From an optimization exercise on the open Yosys and OpenROAD flow, aimed at a short achievable clock period, few clock cycles per item and low power; shortcuts taken in it are not production practice. In this exercise RTL edits were held to simulation tests only and were not proved equivalent to the original. Power is estimated from default activity; no workload was simulated.

## flow/design.v (module list and top-level ports; edited modules follow where they fit)
// module fp_round: 91 lines
// module fmul_pipe: 2360 lines
module fmul_pipe
#(
    parameter int EXP   = 8,
    parameter int FRAC  = 23,
    parameter int WIDTH = EXP + FRAC + 1
) (
    input  logic              clk,
    input  logic              rst,
    input  logic              in_valid,
    output logic              in_ready,
    input  logic [WIDTH-1:0]  a,
    input  logic [WIDTH-1:0]  b,
    input  logic [1:0]        round_mode,
    output logic              out_valid,
    input  logic              out_ready,
    output logic [WIDTH-1:0]  r,
    output logic [NFLAGS-1:0] flags
);
  // ...
==> flow/run.sh <==
#!/bin/bash
# synth_recipe.tcl (not shown) runs the flow's synth.tcl, then flattens the netlist and writes it again
# the make line also repeats each setting of config.mk as NAME=value (left out here)
make -C /OpenROAD-flow-scripts/flow DESIGN_CONFIG=/design/flow/config.mk WORK_HOME=/design/flow/orfs CLKGATE_MAP_FILE= SYNTH_SCRIPT=/design/flow/synth_recipe.tcl finish
==> flow/config.mk <==
export PLATFORM = sky130hd
export DESIGN_NAME = fmul_pipe
export DESIGN_NICKNAME = fmul_pipe
export VERILOG_FILES = /design/flow/design.v
export SDC_FILE = /design/flow/constraint.sdc
export NUM_CORES = 4
export LEC_CHECK = 0
export CAP_MARGIN = 20
export CORE_MARGIN = 2
export CORE_UTILIZATION = 40
export SETUP_SLACK_MARGIN = 4.3
export SLEW_MARGIN = 20
==> flow/constraint.sdc <==
create_clock -name core_clock -period 8.0 [get_ports {clk}]
set_input_delay 1.6000 -clock core_clock [delete_from_list [all_inputs] [get_ports {clk}]]
set_output_delay 1.6000 -clock core_clock [all_outputs]
set_load 0.01 [all_outputs]
==> impl_results.md, run 1 <==
- Syn_nets: 4103
- Worst-Margin Slew: 931 ps
- Starting Density: 40.4%
- CTS H-Tree Depth: 2
- Cell Rows: 108
- Hold Buf Count CTS: 0
- Largest regs: bq x144, h_q x36, p_F x27
- Setup bufs post-CTS: 73
- Die area: 90400 sq um
- Total power: 0.0131 W
- Mux share of post-synthesis cell area: 2.95%
- Buffers excl. clock: 277
- Initial drt markers: 1617
- Hpwl dp: 67900 um
- Area delta synth->final: 18.0%
- Post-synthesis sequential area ratio: 31.5%
- Main power group: combinational logic
- Max-slew headroom: 37.8%
- Ys flop type: dfxtp_1
- GPL Wtd Cong: 0.876
- Clock insertion delay at the later pin of the skew report: 630 ps
- Worst Setup Start Kind: input pin
- Leading post-synthesis cells by cell area: fa_1 28%, edfxtp_1 15%, dfxtp_1 15%, inv_1 5.7%, and2_1 5.5%
- R2R setup slack: 4370 ps
- CTS buffer count: 50
- P_seq: 0.00378 W
- Crit share post-route: 46.2%
- Status: no timing/DRC/antenna violations
Testbench counts, summed over its fixed seeds: cycles 32,032, items 32,000.
==> run 2, diff against run 1 <==
--- a/flow/config.mk
+++ b/flow/config.mk
@@ -10,3 +10,3 @@
 export CORE_UTILIZATION = 40
-export SETUP_SLACK_MARGIN = 4.3
+export SETUP_SLACK_MARGIN = 3.9
 export SLEW_MARGIN = 20
==> impl_results.md, run 2 <==
- Status: no timing/DRC/antenna violations (unchanged)
- Area delta synth->final: 12.7% (was 18.0%)
- Most frequent cells in the layout: 531 x inv_1, 499 x fa_1, 310 x and2_1 (was 528 x inv_1, 465 x fa_1, 302 x and2_1)
- CP Capture Type: flop (unchanged)
- Drt total wl: 97000 um (was 102000 um)
- Setup_tns: 0 ps (unchanged)
- Max-slew headroom: 32.0% (was 37.8%)
- Worst flop-to-flop path endpoint: qC_26_1 (was qC_27_1)
- Crit Path Class: flop to flop (was input pin to flop)
- Post-DRT Antenna Nets: 0 (unchanged)
- Largest reg by FF count: bq (unchanged)
- Ys flop type: dfxtp_1 (unchanged)
- Pwr Density: 328 nW/um^2 (was 316 nW/um^2)
- Crit share post-route: 50.1% (was 46.2%)
- Placement Cell Area: 37500 sq um (was 37600 sq um)
- R2R setup slack: 3990 ps (was 4370 ps)
- Hold Buf Count CTS: 0 (unchanged)
- GR Overflow Total: 0 (unchanged)
- Hold depth: 0 (unchanged)
- Pre-antenna DRT Iters: 9 (was 8)
- Worst Setup Start Kind: flop (was input pin)
- Largest register FFs: 144 (unchanged)
- I/O Buffers: 107 (unchanged)
- Fin. Hold Viols: 0 (unchanged)
- Clock Skew: 28.0 ps (was 30.7 ps)
- Max_cap viols: 0 (unchanged)
- Fmax: 250 MHz (was 270 MHz)
- Post-synthesis sequential area ratio: 31.5% (unchanged)
- First-pass GRT wire length: 149000 um (was 155000 um)
- Largest net degree at the start of global routing: 63 (unchanged)
- Die area: 90400 sq um (unchanged)
- Most common cell in the synthesized netlist: inv_1 (unchanged)
- Chip Width: 301 um (unchanged)
- Final Critical Period: 4010 ps (was 3700 ps)
- Required time of the critical path: 8480 ps (was 8500 ps)
- WL per Instance: 20.7 um (was 21.4 um)
- Commonest non-fill, non-tap cell in the layout: inv_1 (unchanged)
- Synth Register Bits: 459 (unchanged)
- Worst-Margin Slew: 1020 ps (was 931 ps)
- Static leakage: 17.1 nW (was 18.0 nW)
- CTS buffer count: 49 (was 50)
- TritonCTS Sinks: 459 (unchanged)
- Clock tree buffer depth: 3 (unchanged)
- RSZ-0062 raised after global routing: false (was true)
- CP Cell Sequence: buf_4 -> inv_2 -> nor2_1 -> ha_1 -> fa_1 -> fa_1 -> inv_1 -> fa_1 -> fa_1 -> inv_1 -> fa_1 (was dlygate4sd2_1 -> or4_4 -> a2111oi_4 -> buf_4 -> nor2_2 -> a211oi_2 -> buf_4 -> o211ai_1 -> o211ai_1 -> o22ai_1 -> a221o_1)
- Hpwl dp: 68000 um (was 67900 um)
- Reg clk slew, reported paths: 60 ps (about the same)
- I/O pin cnt: 109 (unchanged)
- Worst vdd ir: 0.204 mV (was 0.231 mV)
- Post-synth top area share: 28.4% (unchanged)
- Crit path DAT: 4490 ps (was 4200 ps)
- CTS H-Tree Depth: 2 (unchanged)
- Slowest library cell on the worst path: fa_1 (was or4_4)
- Share of cells above drive strength 1: 7.87% (was 13.9%)
- Top cells by count, synth: 535 x inv_1, 499 x fa_1, 310 x and2_1 (unchanged)
- Ys async rst share: 3.70% (unchanged)
- GPL Wtd Cong: 0.869 (was 0.876)
- Area leader, netlist: fa_1 (unchanged)
- Hold Crit Endpoint: e0_F[4] (was nan_C)
- CTS tree: built (unchanged)
- Leading post-synthesis cells by cell area: fa_1 28%, edfxtp_1 15%, dfxtp_1 15%, inv_1 5.7%, and2_1 5.5% (unchanged)
- Setup violations, final: 0 (unchanged)
- CTS Root Cell: clkbuf_16 (unchanged)
- Clock insertion delay at the later pin of the skew report: 620 ps (was 630 ps)
- Initial antenna violation count: 2 (was 4)
- Post-synth EDFFs: 180 (unchanged)
- Final instance area: 39700 sq um (was 41500 sq um)
- GRT Total Usage: 21.8% (was 22.6%)
- Hold_sp: e0_C[4] (was nan_B)
- Reg2Reg Depth: 11 (was 10)
- Most common cell on crit path: fa_1
- Largest regs: bq x144, h_q x36, p_F x27 (unchanged)
- Die H: 301 um (unchanged)
- Min-Delay Path Class: flop to flop (unchanged)
- Max FO, Critical Path: 15 (was 5)
- R2R Path Start: xa_B[14] (was xa_B[6])
- Vias in the first global route: 25300 (was 25900)
- Syn Inst Count: 3390 (unchanged)
- Final net count: 4194 (was 4276)
- Syn Area/Cell: 10.4 sq um (unchanged)
- Starting Density: 40.4% (unchanged)
- Initial drt markers: 1751 (was 1617)
- Synth cell types: 97 (unchanged)
- CP max stage delay: 550 ps (was 630 ps)
- CORE AREA: 87000 sq um (unchanged)
- Syn_nets: 4103 (unchanged)
- Detailed-route DRC error count: 0 (unchanged)
- Post-Syn Area: 35200 sq um (unchanged)
- Cell Rows: 108 (unchanged)
- Post-DR vias/cell: 5.21 (was 5.25)
- Vias: 24400 (was 25000)
- Slew Viols, Final: 0 (unchanged)
- Syn. warnings: 3 (unchanged)
[run 2: changes by cell type in the layout (fill, tap and decap cells not counted), moves of 17 or more]
cell / change
clkdlybuf4s50_1: +39
buf_4: -31
dlymetal6s2s_1: -20
mux2i_1: +27
dfxtp_4: -17
fa_2: -34
mux2i_2: -19
buf_6: -18
fa_1: +34
buf_12: -21
[run 2: worst max-delay path by stage]
stage	cells past startpoint	slack (ps)	endpoint	startpoint
after floorplan	5	3920	bq[0][0]	out_ready
final	11	3990	qC_26_1	xa_B[14]
after global routing	10	3900	xb_B[20]	b[1]
after CTS	8	3900	xb_B[20]	b[25]
after global placement	7	2600	bq[1][27]	out_ready
after detailed placement	7	2510	bq[1][27]	out_ready
[run 2: kinds of logic after synthesis]
logic type	count (synthesis)	share of synthesized area, %
compound gates	392	7.93
simple gates	1005	14.4
fa+ha+maj	643	33.5
mux	102	2.95
xor+xnor	74	1.84
flops	459	31.5
buf+inv	714	7.89
other cells	1	0.0107
[run 2: layout make-up]
type                       instances  area [sq um]
sequential                       459         11100
antenna                            2          5.00
timing repair buffer             198          1780
tap                             1155          1450
clock buffer                      62          1360
fill                            8244         47400
multi-input combinational       2218         21500
clock inverter                    26           314
inverter                         555          2140
[run 2: repair_timing]
action	CTS	global route
pin swaps	2	7
resized for setup	30	29
setup endpoints to repair	280	95
cloned	0	1
setup buffers	6	24
[run 2: worst max-delay path: cells and delay by family (launching register included)]
kind,cells,cell delay [ps]
flops,1,290
buf+inv,4,710
fa+ha+maj,6,2750
simple gates,1,80
[run 2: through the flow]
stage | power [W] | worst slack [ps] | utilization [%] | hold slack (ps) | cells
global route | 0.0141 | 3900 | 45.6 | 332 | 4674
detailed placement | 0.0107 | 2510 | 43.1 | 312 | 4554
CTS | 0.0131 | 3900 | 45.2 | 325 | 4648
finish | 0.0130 | 3990 | 45.6 | 326 | 4675
global placement | 0.0105 | 2600 | 43.1 | 312 | 4554
floorplan | 0.00821 | 3920 | - | 310 | 3390
[run 2: report_power, final]
group / internal [W] / switching, W / total [W]
logic: 0.00279 / 0.00417 / 0.00696
clock network: 0.00134 / 0.000977 / 0.00232
registers: 0.00334 / 0.000409 / 0.00375
[run 2: per-layer routing]
metal	up-vias	global-route usage, %	part of all wire, %
met5	-	0	0.0083
met1	12200	28.5	42
met3	196	4.65	7.8
li1	11100	-	-
met4	2	7.04	3.3
met2	896	36.0	47
==> run 3, diff against run 2 <==
--- a/flow/config.mk
+++ b/flow/config.mk
@@ -10,3 +10,5 @@
 export CORE_UTILIZATION = 40
-export SETUP_SLACK_MARGIN = 3.9
+export CTS_CLUSTER_DIAMETER = 150
+export CTS_CLUSTER_SIZE = 25
+export SETUP_SLACK_MARGIN = 4.3
 export SLEW_MARGIN = 20
==> impl_results.md, run 3 <==
- Post-Syn Area: 35200 sq um (unchanged)
- Area leader, netlist: fa_1 (unchanged)
- Post-DRT Antenna Nets: 0 (unchanged)
- Max-slew headroom: 38.0% (was 32.0%)
- Setup_tns: 0 ps (unchanged)
- Top cells by count, synth: 535 x inv_1, 499 x fa_1, 310 x and2_1 (unchanged)
- Min-Delay Path Class: flop to flop (unchanged)
- Reg2Reg Depth: 10 (was 11)
- GR Overflow Total: 0 (unchanged)
- Die area: 90400 sq um (unchanged)
- TritonCTS Sinks: 459 (unchanged)
- Pre-antenna DRT Iters: 6 (was 9)
- Max FO, Critical Path: 10 (was 15)
- Drt total wl: 101000 um (was 97000 um)
- First-pass GRT wire length: 152000 um (was 149000 um)
- Syn_nets: 4103 (unchanged)
- Synth cell types: 97 (unchanged)
- Post-synth EDFFs: 180 (unchanged)
- Hold depth: 0 (unchanged)
- Seq. cell area: 11100 sq um (about the same)
- Most frequent cells in the layout: 526 x inv_1, 462 x fa_1, 301 x and2_1 (was 531 x inv_1, 499 x fa_1, 310 x and2_1)
- Commonest non-fill, non-tap cell in the layout: inv_1 (unchanged)
- Die H: 301 um (unchanged)
- Clock tree buffer depth: 3 (unchanged)
- Area of the multi-input gates: 22200 sq um (was 21500 sq um)
- Reg clk slew, reported paths: 120 ps (was 60 ps)
- WL per Instance: 21.4 um (was 20.7 um)
- Worst vdd ir: 0.227 mV (was 0.204 mV)
- Setup violations, final: 0 (unchanged)
- Vias in the first global route: 25500 (was 25300)
- Crit share post-route: 47.1% (was 50.1%)
- CORE AREA: 87000 sq um (unchanged)
- Hpwl dp: 67900 um (was 68000 um)
- CP Capture Type: flop (unchanged)
- Chip Width: 301 um (unchanged)
- Hold Crit Endpoint: e0_F[8] (was e0_F[4])
- Crit Path Class: flop to flop (unchanged)
- Slew Viols, Final: 0 (unchanged)
- Synth Register Bits: 459 (unchanged)
- R2R Path Start: xb_B[19] (was xa_B[14])
- CTS buffer count: 22 (was 49)
- Fillers: 8088 (was 8244)
- Final instance area: 40500 sq um (was 39700 sq um)
- Pwr Density: 300 nW/um^2 (was 328 nW/um^2)
- Hold_sp: e0_C[8] (was e0_C[4])
- I/O Buffers: 107 (unchanged)
- Post-synth top area share: 28.4% (unchanged)
- Syn Inst Count: 3390 (unchanged)
- Setup slack after layout: 4240 ps (was 3990 ps)
- Post-DR vias/cell: 5.28 (was 5.21)
- Placement Cell Area: 37600 sq um (was 37500 sq um)
- Share of cells above drive strength 1: 12.7% (was 7.87%)
- Leading post-synthesis cells by cell area: fa_1 28%, edfxtp_1 15%, dfxtp_1 15%, inv_1 5.7%, and2_1 5.5% (unchanged)
- RSZ-0062 raised after global routing: true (was false)
- Ys flop type: dfxtp_1 (unchanged)
- Max_cap viols: 0 (unchanged)
- Largest regs: bq x144, h_q x36, p_F x27 (unchanged)
- Worst-Margin Slew: 929 ps (was 1020 ps)
- GRT Total Usage: 22.0% (was 21.8%)
- Detailed-route DRC error count: 0 (unchanged)
- Initial antenna violation count: 4 (was 2)
- Clock insertion delay at the later pin of the skew report: 620 ps (about the same)
- Pre-CTS setup slack: 2940 ps (was 2510 ps)
- Clock Skew: 43.7 ps (was 28.0 ps)
- Worst Setup Start Kind: flop (unchanged)
- Area delta synth->final: 14.9% (was 12.7%)
- GPL Wtd Cong: 0.876 (was 0.869)
- Final Non-Filler Cells: 4698 (was 4675)
- Most common cell in the synthesized netlist: inv_1 (unchanged)
- Post-Place Cells: 4550 (was 4554)
- Status: no timing/DRC/antenna violations (unchanged)
- Initial drt markers: 1734 (was 1751)
- CTS Root Cell: clkbuf_16 (unchanged)
- Vias: 24800 (was 24400)
- Final Critical Period: 3760 ps (was 4010 ps)
- CTS H-Tree Depth: 1 (was 2)
- Fmax: 266 MHz (was 250 MHz)
- Syn. warnings: 3 (unchanged)
- Largest reg by FF count: bq (unchanged)
- Final net count: 4243 (was 4194)
- Largest register FFs: 144 (unchanged)
- I/O pin cnt: 109 (unchanged)
- Crit path DAT: 4300 ps (was 4490 ps)
- Cell Rows: 108 (unchanged)
- Worst flop-to-flop path endpoint: qC_24_1 (was qC_26_1)
- Starting Density: 40.4% (unchanged)
- Ys async rst share: 3.70% (unchanged)
- Largest net degree at the start of global routing: 63 (unchanged)
- Fin. Hold Viols: 0 (unchanged)
- Post-synthesis sequential area ratio: 31.5% (unchanged)
- Syn Area/Cell: 10.4 sq um (unchanged)
- Static leakage: 17.5 nW (was 17.1 nW)
- R2R setup slack: 4240 ps (was 3990 ps)
- CTS tree: built (unchanged)
- Required time of the critical path: 8530 ps (was 8480 ps)
## run 3: worst max-delay path by stage
stage,to,start,slack [ps],cells past startpoint
2_1_floorplan,xb_B[20],b[28],4250,7
3_3_place_gp,xa_B[15],a[29],3090,9
3_5_place_dp,xa_B[11],a[29],2940,9
4_1_cts,xb_B[20],b[18],4250,9
5_1_grt,qC_24_1,xb_B[19],4160,10
6_report,qC_24_1,xb_B[19],4240,10
## run 3: what timing repair did
item | in CTS | in global routing
buffers inserted | 44 | 54
gates cloned | 4 | 9
setup endpoints to repair | 252 | 171
pin swaps | 18 | 49
gates resized for setup | 191 | 180
hold buffers | 0 | 0
## run 3: routing by layer
metal  vias up  track usage, %  wire, um  share of wire, %
met3       234            3.95      7740               7.7
met5         -               0        11             0.011
li1      11100               -         -                 -
met4         2            7.91      4450               4.4
met1     12400            29.8     42000                42
met2      1026            35.7     46300                46
## run 3: kinds of logic (layout without fill, tap and decap cells)
kind of cell / count (synthesis) / after routing / synth area share [%]
adders and majority gates: 643 / 643 / 33.5
DFF: 459 / 459 / 31.5
xor gates and xnor gates: 74 / 74 / 1.84
AOI/OAI and AO/OA: 392 / 393 / 7.93
muxes: 102 / 102 / 2.95
and+or+nand+nor: 1005 / 1008 / 14.4
other: 1 / 3 / 0.0107
buffers and inverters: 714 / 861 / 7.89
## run 3: cell type report
class | count | share of cell area [%]
Multi-Input combinational cell | 2221 | 54.8
Tap cell | 1155 | 3.57
Sequential cell | 459 | 27.6
Timing Repair Buffer | 271 | 6.99
Inverter | 555 | 5.47
Clock buffer | 32 | 1.45
Antenna cell | 2 | 0.0124
Clock inverter | 3 | 0.0990
## run 3: metrics by stage
step | hold WS [ps] | power (W) | utilization (%)
floorplan | 310 | 0.00822 | -
global placement | 311 | 0.0105 | 43.2
detailed placement | 312 | 0.0106 | 43.2
CTS | 335 | 0.0121 | 45.1
global route | 340 | 0.0132 | 46.5
finish | 334 | 0.0121 | 46.5
## run 3: critical path: stages (launching register included)
cell,delay (ps)
dfxtp_4,380
buf_12,140
and2_4,160
fa_2,370
fa_1,560
inv_2,40
fa_1,490
fa_1,570
inv_1,60
fa_2,350
fa_2,560
## run 3: power breakdown
group / switching [W] / internal [W]
Combinational: 0.00416 / 0.00290
Sequential: 0.000442 / 0.00333
Clock: 0.000767 / 0.000522
Total: 0.00537 / 0.00675
==> run 4, diff against run 3 <==
--- a/flow/config.mk
+++ b/flow/config.mk
@@ -11,4 +11,4 @@
 export CTS_CLUSTER_DIAMETER = 150
-export CTS_CLUSTER_SIZE = 25
-export SETUP_SLACK_MARGIN = 4.3
+export CTS_CLUSTER_SIZE = 20
+export SETUP_SLACK_MARGIN = 4.5
 export SLEW_MARGIN = 20
==> impl_results.md, run 4 <==
- Status: no timing/DRC/antenna violations (unchanged)
- Delay-heaviest family, CP: adder cells (unchanged)
- Vias in the first global route: 25700 (was 25500)
- Setup_tns: 0 ps (unchanged)
- First-pass GRT wire length: 156000 um (was 152000 um)
- Most common cell on crit path: fa_2
- Max_cap viols: 0 (unchanged)
- Largest register FFs: 144 (unchanged)
- Die H: 301 um (unchanged)
- RSZ-0062 raised after global routing: true (unchanged)
- CTS buffer count: 27 (was 22)
- Hpwl dp: 68100 um (was 67900 um)
- Share of cells above drive strength 1: 20.7% (was 12.7%)
- I/O pin cnt: 109 (unchanged)
- Max FO, Critical Path: 5 (was 10)
- CTS tree: built (unchanged)
- I/O Buffers: 107 (unchanged)
- Max-slew headroom: 31.4% (was 38.0%)
- Top cells by count, synth: 535 x inv_1, 499 x fa_1, 310 x and2_1 (unchanged)
- Cell Rows: 108 (unchanged)
- Most common cell in the synthesized netlist: inv_1 (unchanged)
- Crit share post-route: 46.2% (was 47.1%)
- Reg clk slew, reported paths: 80 ps (was 120 ps)
- Setup slack after layout: 4310 ps (was 4240 ps)
- Slowest library cell on the worst path: fa_2 (was fa_1)
- Clock Skew: 28.0 ps (was 43.7 ps)
- Post-synth EDFFs: 180 (unchanged)
- CP Cell Sequence: buf_12 -> clkinvlp_4 -> nor2_4 -> fa_2 -> fa_2 -> inv_2 -> fa_2 -> fa_1 -> inv_2 -> fa_2 -> fa_2 (was buf_12 -> and2_4 -> fa_2 -> fa_1 -> inv_2 -> fa_1 -> fa_1 -> inv_1 -> fa_2 -> fa_2)
- Final net count: 4343 (was 4243)
- Syn Area/Cell: 10.4 sq um (unchanged)
- Static leakage: 18.2 nW (was 17.5 nW)
- Required time of the critical path: 8550 ps (was 8530 ps)
- Final Critical Period: 3690 ps (was 3760 ps)
- Worst Setup Start Kind: flop (unchanged)
- Post-synthesis sequential area ratio: 31.5% (unchanged)
- Pre-antenna DRT Iters: 6 (unchanged)
- Chip Width: 301 um (unchanged)
- CP Capture Type: flop (unchanged)
- CTS Root Cell: clkbuf_16 (unchanged)
- Setup violations, final: 0 (unchanged)
- GRT Total Usage: 22.7% (was 22.0%)
- GR Overflow Total: 0 (unchanged)
- Ys flop type: dfxtp_1 (unchanged)
- Synth cell types: 97 (unchanged)
- Fin. Hold Viols: 0 (unchanged)
- Hold WS: 330 ps (was 334 ps)
- Met1 WL: 42700 um (was 42000 um)
- Syn Inst Count: 3390 (unchanged)
- Clock insertion delay at the later pin of the skew report: 630 ps (was 620 ps)
- Buf+Inv Stages, Crit Path: 4 (was 3)
- Commonest non-fill, non-tap cell in the layout: inv_1 (unchanged)
- Post-DRT Antenna Nets: 0 (unchanged)
- Largest reg by FF count: bq (unchanged)
- Syn. warnings: 3 (unchanged)
- Detailed-route DRC error count: 0 (unchanged)
- Clock tree buffer depth: 3 (unchanged)
- Drt total wl: 105000 um (was 101000 um)
- Ys async rst share: 3.70% (unchanged)
- Crit path DAT: 4250 ps (was 4300 ps)
- Worst-Margin Slew: 1030 ps (was 929 ps)
- Pwr Density: 300 nW/um^2 (about the same)
- Initial antenna violation count: 10 (was 4)
- Min-Delay Path Class: flop to flop (unchanged)
- Leading post-synthesis cells by cell area: fa_1 28%, edfxtp_1 15%, dfxtp_1 15%, inv_1 5.7%, and2_1 5.5% (unchanged)
- Area leader, netlist: fa_1 (unchanged)
- Highest Signal Layer: met5 (unchanged)
- Worst vdd ir: 0.233 mV (was 0.227 mV)
- Largest regs: bq x144, h_q x36, p_F x27 (unchanged)
- Metal2 WL: 49000 um (was 46300 um)
- Total power: 0.0128 W (was 0.0121 W)
- Area delta synth->final: 21.0% (was 14.9%)
- Slew Viols, Final: 0 (unchanged)
- TritonCTS Sinks: 459 (unchanged)
- CP max stage delay: 570 ps (about the same)
- WL per Instance: 21.8 um (was 21.4 um)
- Post-DR vias/cell: 5.33 (was 5.28)
- Post-synth top area share: 28.4% (unchanged)
- Most frequent cells in the layout: 497 x inv_1, 395 x fa_1, 286 x and2_1 (was 526 x inv_1, 462 x fa_1, 301 x and2_1)
- GPL Wtd Cong: 0.877 (was 0.876)
- Post-Syn Area: 35200 sq um (unchanged)
- CTS H-Tree Depth: 1 (unchanged)
- Starting Density: 40.4% (unchanged)
- Syn_nets: 4103 (unchanged)
- Largest net degree at the start of global routing: 63 (unchanged)
- Initial drt markers: 1905 (was 1734)
- Fmax: 271 MHz (was 266 MHz)
- Crit Path Class: flop to flop (unchanged)
- Die area: 90400 sq um (unchanged)
- Vias: 25600 (was 24800)
- CORE AREA: 87000 sq um (unchanged)
- Pre-CTS setup slack: 3100 ps (was 2940 ps)
- Synth Register Bits: 459 (unchanged)
- WL met3: 8340 um (was 7740 um)
-- run 4: cell counts after synthesis --
Identical to the previous run, type by type.
-- run 4: power by group --
group | switching (W) | internal (W)
Combinational | 0.00433 | 0.00323
Clock | 0.000791 | 0.000636
Sequential | 0.000449 | 0.00334
Total | 0.00557 | 0.00721
-- run 4: cells by family after synthesis --
logic type,count (synthesis),synth area share [%]
AOI/OAI and AO/OA,392,7.93
xor gates and xnor gates,74,1.84
adders and majority gates,643,33.5
buffers and inverters,714,7.89
DFF,459,31.5
muxes,102,2.95
other,1,0.0107
and+or+nand+nor,1005,14.4
-- run 4: final timing paths --
path                          from  endpoint  slack [ps]  depth (start not counted)
hold reg to reg             spec_B    spec_C         330                          0
max in group asynchronous      rst     wp[2]        6220                          2
hold / removal              spec_B    spec_C         330                          0
setup reg to reg           xa_B[8]   qC_26_1        4310                         11
setup / recovery           xa_B[8]   qC_26_1        4310                         11
min in group asynchronous      rst    cnt[2]        1360                          2
-- run 4: layout make-up --
cell class              count  area, sq um
flip-flops and latches    459        11200
multi-input cells        2223        23000
diodes                      5         12.5
inverters                 555         2300
repair buffers            364         3870
clock inverters             4         47.5
clock buffers              40          724
fillers                  7890        44400
well taps                1155         1450
-- run 4: stage by stage --
stage,cell area (sq um),utilization (%),std cells
3_5_place_dp,37700,43.3,4546
2_1_floorplan,35600,-,3390
6_report,42600,48.9,4805
3_3_place_gp,37700,43.3,4546
4_1_cts,40600,46.6,4695
5_1_grt,42600,48.9,4801
-- run 4: repair_timing --
action | CTS | global route
pin swaps | 63 | 127
buffers inserted | 92 | 98
resized for setup | 349 | 338
hold buffers | 0 | 0
setup endpoints to repair | 333 | 245
gates cloned | 13 | 7
-- run 4: per-layer routing --
| metal | GRT usage, % | vias to the layer above |
|---|---|---|
| met5 | 0 | - |
| met1 | 30.7 | 12900 |
| met2 | 37.6 | 1093 |
| li1 | - | 11400 |
| met3 | 3.48 | 264 |
| met4 | 7.21 | 8 |

[separate check: timing with driven ports]
Ports are ideal in the flow. The routed layouts listed here were re-timed in OpenROAD.
Step 1 assumes that a clkbuf_16 drives the clock port and a buf_2 every other input.
Step 2 adds t to the input delays and takes it off the output delays; t is the mean of the earliest and latest rising clock arrival at the registers after step 1. Input paths then give back, and output paths get back, about the clock's delay inside the block.
a / b / c = ideal ports / drivers / drivers and shift; a / b = the first two.
run | shift t [ns] | setup slack, ns | clock arrival spread, ns | worst slew at a driven data input, ns | pins driven straight from the clock port
run 1 | 0.681 | 4.301 / 4.346 / 3.664 | 0.031 / 0.031 | 0.04 | 1
run 2 | 0.674 | 3.993 / 3.993 / 3.364 | 0.032 / 0.032 | 0.05 | 1
run 3 | 0.663 | 4.235 / 4.235 / 3.682 | 0.045 / 0.045 | 0.05 | 1
run 4 | 0.678 | 4.306 / 4.306 / 3.858 | 0.028 / 0.028 | 0.06 | 1
After both steps setup and hold are still met in every run listed. For run 1, which loses most, drivers alone change the setup slack by +0.045 ns; drivers and shift together by -0.637 ns.
